From an optimization exercise on the open Yosys and OpenROAD flow, aimed at small area, a short achievable clock period and few clock cycles per item; shortcuts taken in it are not production practice. Only simulation tests tie the RTL to the original design; equivalence was not proved.

==> v32: inputs <==
// heading_pid_steer_controller
module heading_pid_steer_controller (
   input  logic                  clock,
   input  logic                  reset,
   input  logic                  req_valid,
   output logic                  req_ready,
   input  logic [OP_W-1:0]       req_op,
   input  logic [ANGLE_IN_W-1:0] req_angle_in,
   input  logic [THROTTLE_W-1:0] req_throttle_in,
   input  logic                  req_enable_in,
   output logic                  rsp_valid,
   input  logic                  rsp_ready,
   output logic [STEER_W-1:0]    rsp_steer_out,
   output logic [THROTTLE_W-1:0] rsp_throttle_out,
   output logic                  rsp_in_band,
   input  logic                  csr_wr_en,
   input  logic [CSR_IDX_W-1:0]  csr_index,
   input  logic [CSR_DATA_W-1:0] csr_wr_data
);
clock: 6.0 ns
lec_check: 0
abc_clock_period_in_ps: 3500
cap_margin: 20
core_margin: 2
core_utilization: 40
setup_slack_margin: 2.0
slew_margin: 20
run.sh (not shown) runs the stock make flow with config.mk's settings and CLKGATE_MAP_FILE= SYNTH_SCRIPT=/design/flow/synth_recipe.tcl, a recipe that flattens the netlist after the stock synthesis.
==> v38: changes against v32 <==
--- a/flow/design.v
+++ b/flow/design.v
@@ -115,16 +115,10 @@
 );
    logic                  c_v;
    logic [OP_W-1:0]       c_op;
    logic [ANGLE_IN_W-1:0] c_data;
    logic                  c_en;
-   logic                  f1_v;
-   logic [OP_W-1:0]       f1_op;
-   logic [HEADING_W-1:0]  f1_w;
-   logic                  f1_en;
-   logic                        f3_v, f3_dis;
-   logic signed [HEADING_W-1:0] f3_err;
    logic signed [HEADING_W-1:0]  yaw, target, prev;
    logic                         yaw_seen, enabled, clr_pend;
    logic signed [THROTTLE_W-1:0] thr;
    logic signed [INTEG_W-1:0]    integ;
    localparam logic [1:0] J_DIS  = 2'd0;
@@ -147,128 +141,124 @@
    logic signed [DIFF_W-1:0]     b_diff;
    logic signed [THROTTLE_W-1:0] b_thr, e_thr;
    logic                         b_clr;
    logic signed [ACC_W-1:0]      acc;
    logic signed [HEADING_W-1:0] w;
-   logic                        jump, tick_on;
+   logic                        jump;
    logic signed [HEADING_W-1:0] err;
    logic                        inband;
    logic signed [DIFF_W-1:0]    diff;
-   logic                        stall, adv;
+   logic                        c_isjob, stall_f, f_go;
    always_comb begin
       logic signed [ANGLE_IN_W-1:0] x;
       logic signed [2:0]            k;
       logic signed [DIFF_W-1:0]     td, d;
       logic [HEADING_W-1:0]         eabs;
       x = c_data;
-      if (x > ANGLE_IN_W'(5 * PI_Q))          k = 3'sd3;
-      else if (x > ANGLE_IN_W'(3 * PI_Q))     k = 3'sd2;
-      else if (x > ANGLE_IN_W'(PI_Q))         k = 3'sd1;
+      if (x > ANGLE_IN_W'(5 * PI_Q))        k = 3'sd3;
+      else if (x > ANGLE_IN_W'(3 * PI_Q))   k = 3'sd2;
+      else if (x > ANGLE_IN_W'(PI_Q))       k = 3'sd1;
       else if (x < -(ANGLE_IN_W'(5 * PI_Q)))  k = -3'sd3;
       else if (x < -(ANGLE_IN_W'(3 * PI_Q)))  k = -3'sd2;
       else if (x < -(ANGLE_IN_W'(PI_Q)))      k = -3'sd1;
-      else                                    k = 3'sd0;
+      else                                  k = 3'sd0;
       w = x[HEADING_W-1:0] - HEADING_W'(k * TWO_PI_Q);
-      td   = DIFF_W'($signed(f1_w)) - DIFF_W'(target);
+      td   = DIFF_W'(w) - DIFF_W'(target);
       jump = (td > DIFF_W'(TARGET_JUMP_MAX)) || (td < -(DIFF_W'(TARGET_JUMP_MAX)));
-      tick_on = (f1_op == OP_TICK) && enabled && yaw_seen;
       d = DIFF_W'(target) - DIFF_W'(yaw);
-      if (d > DIFF_W'(PI_Q))         err = d[HEADING_W-1:0] - HEADING_W'(TWO_PI_Q);
+      if (d > DIFF_W'(PI_Q))       err = d[HEADING_W-1:0] - HEADING_W'(TWO_PI_Q);
       else if (d < -(DIFF_W'(PI_Q))) err = d[HEADING_W-1:0] + HEADING_W'(TWO_PI_Q);
-      else                           err = d[HEADING_W-1:0];
-      eabs   = f3_err[HEADING_W-1] ? -f3_err : f3_err;
+      else                         err = d[HEADING_W-1:0];
+      eabs   = err[HEADING_W-1] ? -err : err;
       inband = eabs < HEADING_W'(error_band);
-      diff   = DIFF_W'(f3_err) - DIFF_W'(prev);
-      stall = f3_v && j_v && !j_take;
-      adv   = !stall;
+      diff   = DIFF_W'(err) - DIFF_W'(prev);
+      c_isjob = ((c_op == OP_TICK) && enabled && yaw_seen) ||
+                ((c_op == OP_ENABLE) && !c_en && enabled);
+      stall_f = c_v && c_isjob && j_v && !j_take;
+      f_go    = c_v && !stall_f;
    end
-   assign req_ready = !c_v || adv;
+   assign req_ready = !stall_f;
    always_ff @(posedge clock) begin
       if (reset) begin
-         c_v  <= 1'b0;
-         f1_v <= 1'b0;
-         f3_v <= 1'b0;
-      end else if (adv) begin
-         c_v  <= req_valid;
-         f1_v <= c_v;
-         f3_v <= f1_v && (tick_on || ((f1_op == OP_ENABLE) && !f1_en && enabled));
+         c_v <= 1'b0;
       end else if (req_valid && req_ready) begin
          c_v <= 1'b1;
+      end else if (f_go) begin
+         c_v <= 1'b0;
       end
    end
    always_ff @(posedge clock) begin
       if (req_valid && req_ready) begin
          c_op   <= req_op;
          c_data <= (req_op == OP_THROTTLE) ? ANGLE_IN_W'(req_throttle_in) : req_angle_in;
          c_en   <= req_enable_in;
       end
-      if (adv) begin
-         f1_op  <= c_op;
-         f1_w   <= (c_op == OP_THROTTLE) ? c_data[HEADING_W-1:0] : w;
-         f1_en  <= c_en;
-         f3_dis <= (f1_op == OP_ENABLE);
-         f3_err <= err;
-      end
+   end
+   logic new_job;
+   logic [1:0] new_kind;
+   always_comb begin
+      new_job  = f_go && c_isjob;
+      new_kind = (c_op == OP_ENABLE) ? J_DIS : (inband ? J_BAND : J_OOB);
    end
    always_ff @(posedge clock) begin
       if (reset) begin
          yaw      <= '0;
          yaw_seen <= 1'b0;
          target   <= '0;
          enabled  <= 1'b0;
          prev     <= '0;
          clr_pend <= 1'b0;
          thr      <= '0;
-      end else if (adv) begin
-         if (f3_v && !f3_dis) begin
-            prev     <= f3_err;
-            clr_pend <= 1'b0;
-         end
-         if (f1_v) begin
-            unique case (f1_op)
-               OP_YAW: begin
-                  yaw      <= f1_w;
-                  yaw_seen <= 1'b1;
-               end
-               OP_TARGET: begin
-                  if (jump) begin
-                     prev     <= '0;
-                     clr_pend <= 1'b1;
-                  end
-                  target <= f1_w;
-               end
-               OP_ENABLE: begin
-                  if (f1_en && !enabled) begin
-                     prev     <= '0;
-                     clr_pend <= 1'b1;
-                  end else if (!f1_en && enabled) begin
-                     thr <= '0;
-                  end
-                  enabled <= f1_en;
+      end else if (f_go) begin
+         unique case (c_op)
+            OP_YAW: begin
+               yaw      <= w;
+               yaw_seen <= 1'b1;
+            end
+            OP_TARGET: begin
+               if (jump) begin
+                  prev     <= '0;
+                  clr_pend <= 1'b1;
                end
-               OP_THROTTLE: begin
-                  thr <= f1_w[THROTTLE_W-1:0];
+               target <= w;
+            end
+            OP_ENABLE: begin
+               if (c_en && !enabled) begin
+                  prev     <= '0;
+                  clr_pend <= 1'b1;
+               end else if (!c_en && enabled) begin
+                  thr <= '0;
                end
-               default: begin
+               enabled <= c_en;
+            end
+            OP_TICK: begin
+               if (enabled && yaw_seen) begin
+                  prev     <= err;
+                  clr_pend <= 1'b0;
                end
-            endcase
-         end
+            end
+            OP_THROTTLE: begin
+               thr <= c_data[THROTTLE_W-1:0];
+            end
+            default: begin
+            end
+         endcase
       end
    end
    always_ff @(posedge clock) begin
       if (reset) begin
          j_v <= 1'b0;
-      end else if (f3_v && adv) begin
+      end else if (new_job) begin
          j_v <= 1'b1;
       end else if (j_take) begin
          j_v <= 1'b0;
       end
    end
    always_ff @(posedge clock) begin
-      if (f3_v && adv) begin
-         j_kind <= f3_dis ? J_DIS : (inband ? J_BAND : J_OOB);
-         j_err  <= f3_err;
+      if (new_job) begin
+         j_kind <= new_kind;
+         j_err  <= err;
          j_diff <= diff;
          j_thr  <= thr;
          j_clr  <= clr_pend;
       end
    end
@@ -307,13 +297,14 @@
       bp_first = bp_v && !bp_behind;
       e_fire  = e_v && out_free && !bp_first;
       bp_fire = bp_first && out_free;
       take_oob  = (b_st == B_RDY) && j_v && (j_kind == J_OOB) &&
                   (!tp_drain || (!rsp_valid && !bp_first));
-      take_band = (b_st == B_RDY) && j_v && (j_kind != J_OOB) && !bp_v;
-      emit_job  = take_band && !tp_drain && out_free;
-      fill_bp   = take_band && !emit_job;
+      emit_job  = (b_st == B_RDY) && j_v && (j_kind != J_OOB) && !tp_drain && !bp_v &&
+                  out_free;
+      fill_bp   = (b_st == B_RDY) && j_v && (j_kind != J_OOB) && !bp_v && !emit_job;
+      take_band = emit_job || fill_bp;
       j_take    = take_oob || take_band;
       step    = acc[32:16];
       integ_b = b_clr ? 15'sd0 : integ;
       i_sum   = 18'(integ_b) + 18'(step);
       if (i_sum > 18'sd8192)       integ_new = 15'sd8192;
- ABC_CLOCK_PERIOD_IN_PS: 3500 -> default
- SETUP_SLACK_MARGIN: 2.0 -> default
==> v8: changes against v32 <==
- ABC_CLOCK_PERIOD_IN_PS: 3500 -> default
- SETUP_SLACK_MARGIN: 2.0 -> default
==> v33: changes against v32 <==
--- a/flow/design.v
+++ b/flow/design.v
@@ -23,34 +23,51 @@
    localparam logic [OP_W-1:0] OP_THROTTLE = 3'd4;
    localparam int PI_Q     = 25736;
    localparam int TWO_PI_Q = 51472;
    localparam int TARGET_JUMP_MAX = 81;
 endpackage
+module hpid_benc (
+   input  logic [15:0] b,
+   output logic [8:0]  one,
+   output logic [8:0]  two,
+   output logic [8:0]  neg
+);
+   always_comb begin
+      logic [16:0] bb;
+      bb = {1'b0, b};
+      for (int i = 0; i < 9; i++) begin
+         logic x2, x1, x0;
+         x2     = (2*i+1 <= 16) ? bb[2*i+1] : 1'b0;
+         x1     = bb[2*i];
+         x0     = (i == 0) ? 1'b0 : bb[2*i-1];
+         one[i] = x1 ^ x0;
+         two[i] = (x2 & ~x1 & ~x0) | (~x2 & x1 & x0);
+         neg[i] = x2 & ~(x1 & x0);
+      end
+   end
+endmodule
 module hpid_smac (
    input  logic signed [23:0] a,
-   input  logic        [15:0] b,
+   input  logic        [8:0]  b_one,
+   input  logic        [8:0]  b_two,
+   input  logic        [8:0]  b_neg,
    input  logic               add15,
    input  logic               add11,
    output logic        [40:0] s,
    output logic        [40:0] c
 );
-   logic [16:0] bb;
    logic [40:0] rows [0:8];
    always_comb begin
       logic prev_neg;
-      bb       = {1'b0, b};
       prev_neg = 1'b0;
       for (int i = 0; i < 9; i++) begin
-         logic        x2, x1, x0, one, two, neg;
+         logic        one, two, neg;
          logic [24:0] sel, pp;
          logic [40:0] r;
-         x2  = (2*i+1 <= 16) ? bb[2*i+1] : 1'b0;
-         x1  = bb[2*i];
-         x0  = (i == 0) ? 1'b0 : bb[2*i-1];
-         one = x1 ^ x0;
-         two = (x2 & ~x1 & ~x0) | (~x2 & x1 & x0);
-         neg = x2 & ~(x1 & x0);
+         one = b_one[i];
+         two = b_two[i];
+         neg = b_neg[i];
          sel = one ? {a[23], a} : (two ? {a, 1'b0} : 25'd0);
          pp  = sel ^ {25{neg}};
          r   = '0;
          if (i == 0) begin
             r[23:0]  = pp[23:0];
@@ -115,10 +132,11 @@
 );
    logic                  c_v;
    logic [OP_W-1:0]       c_op;
    logic [ANGLE_IN_W-1:0] c_data;
    logic                  c_en;
+   logic signed [2:0]     c_k;
    logic                  f1_v;
    logic [OP_W-1:0]       f1_op;
    logic [HEADING_W-1:0]  f1_w;
    logic                  f1_en;
    logic                        f3_v, f3_dis;
@@ -153,23 +171,13 @@
    logic signed [HEADING_W-1:0] err;
    logic                        inband;
    logic signed [DIFF_W-1:0]    diff;
    logic                        stall, adv;
    always_comb begin
-      logic signed [ANGLE_IN_W-1:0] x;
-      logic signed [2:0]            k;
       logic signed [DIFF_W-1:0]     td, d;
       logic [HEADING_W-1:0]         eabs;
-      x = c_data;
-      if (x > ANGLE_IN_W'(5 * PI_Q))          k = 3'sd3;
-      else if (x > ANGLE_IN_W'(3 * PI_Q))     k = 3'sd2;
-      else if (x > ANGLE_IN_W'(PI_Q))         k = 3'sd1;
-      else if (x < -(ANGLE_IN_W'(5 * PI_Q)))  k = -3'sd3;
-      else if (x < -(ANGLE_IN_W'(3 * PI_Q)))  k = -3'sd2;
-      else if (x < -(ANGLE_IN_W'(PI_Q)))      k = -3'sd1;
-      else                                    k = 3'sd0;
-      w = x[HEADING_W-1:0] - HEADING_W'(k * TWO_PI_Q);
+      w = c_data[HEADING_W-1:0] - HEADING_W'(c_k * TWO_PI_Q);
       td   = DIFF_W'($signed(f1_w)) - DIFF_W'(target);
       jump = (td > DIFF_W'(TARGET_JUMP_MAX)) || (td < -(DIFF_W'(TARGET_JUMP_MAX)));
       tick_on = (f1_op == OP_TICK) && enabled && yaw_seen;
       d = DIFF_W'(target) - DIFF_W'(yaw);
       if (d > DIFF_W'(PI_Q))         err = d[HEADING_W-1:0] - HEADING_W'(TWO_PI_Q);
@@ -180,10 +188,23 @@
       diff   = DIFF_W'(f3_err) - DIFF_W'(prev);
       stall = f3_v && j_v && !j_take;
       adv   = !stall;
    end
    assign req_ready = !c_v || adv;
+   logic signed [2:0] in_k;
+   always_comb begin
+      logic signed [ANGLE_IN_W-1:0] x;
+      x = req_angle_in;
+      if (req_op == OP_THROTTLE)              in_k = 3'sd0;
+      else if (x > ANGLE_IN_W'(5 * PI_Q))     in_k = 3'sd3;
+      else if (x > ANGLE_IN_W'(3 * PI_Q))     in_k = 3'sd2;
+      else if (x > ANGLE_IN_W'(PI_Q))         in_k = 3'sd1;
+      else if (x < -(ANGLE_IN_W'(5 * PI_Q)))  in_k = -3'sd3;
+      else if (x < -(ANGLE_IN_W'(3 * PI_Q)))  in_k = -3'sd2;
+      else if (x < -(ANGLE_IN_W'(PI_Q)))      in_k = -3'sd1;
+      else                                    in_k = 3'sd0;
+   end
    always_ff @(posedge clock) begin
       if (reset) begin
          c_v  <= 1'b0;
          f1_v <= 1'b0;
          f3_v <= 1'b0;
@@ -198,14 +219,15 @@
    always_ff @(posedge clock) begin
       if (req_valid && req_ready) begin
          c_op   <= req_op;
          c_data <= (req_op == OP_THROTTLE) ? ANGLE_IN_W'(req_throttle_in) : req_angle_in;
          c_en   <= req_enable_in;
+         c_k    <= in_k;
       end
       if (adv) begin
          f1_op  <= c_op;
-         f1_w   <= (c_op == OP_THROTTLE) ? c_data[HEADING_W-1:0] : w;
+         f1_w   <= w;
          f1_en  <= c_en;
          f3_dis <= (f1_op == OP_ENABLE);
          f3_err <= err;
       end
    end
@@ -279,19 +301,28 @@
    logic signed [DERIV_W-1:0] deriv_sat;
    logic signed [STEER_W-1:0] steer_sat;
    logic                         bp_v, bp_behind, bp_band;
    logic signed [THROTTLE_W-1:0] bp_thr;
    logic signed [23:0] x_a, x_a_in;
-   logic [15:0]        x_b, x_b_in;
+   logic [15:0]        x_b_in;
+   logic [8:0]         x_one, x_two, x_neg, enc_one, enc_two, enc_neg;
    logic               x_v, x_acc, x_gd, x_c15, x_c11;
    logic               x_v_in, x_acc_in, x_gd_in, x_c15_in, x_c11_in;
    logic [40:0]        y_s, y_c, mul_s, mul_c;
    logic               y_v, y_acc, y_gd;
    logic               e_v;
+   hpid_benc u_benc (
+      .b   (x_b_in),
+      .one (enc_one),
+      .two (enc_two),
+      .neg (enc_neg)
+   );
    hpid_smac u_mac (
       .a     (x_a),
-      .b     (x_b),
+      .b_one (x_one),
+      .b_two (x_two),
+      .b_neg (x_neg),
       .add15 (x_c15),
       .add11 (x_c11),
       .s     (mul_s),
       .c     (mul_c)
    );
@@ -307,12 +338,12 @@
       bp_first = bp_v && !bp_behind;
       e_fire  = e_v && out_free && !bp_first;
       bp_fire = bp_first && out_free;
       take_oob  = (b_st == B_RDY) && j_v && (j_kind == J_OOB) &&
                   (!tp_drain || (!rsp_valid && !bp_first));
-      take_band = (b_st == B_RDY) && j_v && (j_kind != J_OOB) && !bp_v;
-      emit_job  = take_band && !tp_drain && out_free;
+      take_band = ((b_st == B_RDY) || (b_st == B_I5)) && j_v && (j_kind != J_OOB) && !bp_v;
+      emit_job  = take_band && (b_st == B_RDY) && !tp_drain && out_free;
       fill_bp   = take_band && !emit_job;
       j_take    = take_oob || take_band;
       step    = acc[32:16];
       integ_b = b_clr ? 15'sd0 : integ;
       i_sum   = 18'(integ_b) + 18'(step);
@@ -410,11 +441,13 @@
          end
       end
    end
    always_ff @(posedge clock) begin
       x_a   <= x_a_in;
-      x_b   <= x_b_in;
+      x_one <= enc_one;
+      x_two <= enc_two;
+      x_neg <= enc_neg;
       x_acc <= x_acc_in;
       x_c15 <= x_c15_in;
       x_c11 <= x_c11_in;
       y_s   <= mul_s;
       y_c   <= mul_c;
@@ -432,11 +465,11 @@
          e_thr <= b_thr;
       end
       if (fill_bp) begin
          bp_thr    <= (j_kind == J_BAND) ? j_thr : '0;
          bp_band   <= (j_kind == J_BAND);
-         bp_behind <= tp_drain && !e_fire;
+         bp_behind <= (b_st != B_RDY) || (tp_drain && !e_fire);
       end else if (e_fire) begin
          bp_behind <= 1'b0;
       end
    end
    always_ff @(posedge clock) begin
- ABC_CLOCK_PERIOD_IN_PS: 3500 -> 3000
- CORE_UTILIZATION: 40 -> 50
- SETUP_SLACK_MARGIN: 2.0 -> 2.6
==> summary.txt <==
Register-to-register slack: v38 < v8 < v32 < v33.
Via count: v32 is larger than v8 (about 2.8%).
The highest sequential share of layout area belongs to v8, the lowest to v38.
v8 completed without violations. v38 finished but failed the layout checks on setup timing. v33 completed with no timing, DRC or antenna violations. v32 passed the timing, design-rule and antenna checks.
In synthesized cell count, v8 and v32 do not differ.
The highest core utilization belongs to v33, the lowest to v8.
Testbench counts of v32, summed over its fixed seeds: cycles 8,619, items 1,961.
Testbench counts of v38, summed over its fixed seeds: cycles 8,587, items 1,961.
Testbench counts of v8, summed over its fixed seeds: cycles 8,619, items 1,961.
Testbench counts of v33, summed over its fixed seeds: cycles 8,571, items 1,961.

[re-timing with driven ports]
Ports are ideal in the flow. The routed layouts listed here were re-timed in OpenROAD. Step 1 (the two cells are an assumption about what drives the block):
set clk [get_ports {clock}]
set_driving_cell -lib_cell sky130_fd_sc_hd__clkbuf_16 $clk
set_driving_cell -lib_cell sky130_fd_sc_hd__buf_2 [delete_from_list [all_inputs] $clk]
Step 2 also shifts input and output timing later by t, the mid clock arrival at the registers, as if the neighbouring blocks saw the same clock. Slacks: no drivers / after step 1 / after step 2; pairs: no drivers / after step 1.
run	t (ns)	setup slack, ns	worst hold slack (ns)
v32	0.679	1.678 / 1.678 / 1.678	0.380 / 0.380 / 0.380
v38	0.684	-0.432 / -0.432 / -0.432	0.328 / 0.328 / 0.328
v8	0.683	1.087 / 1.087 / 1.087	0.396 / 0.396 / 0.396
v33	0.681	1.724 / 1.724 / 1.724	0.336 / 0.336 / 0.336
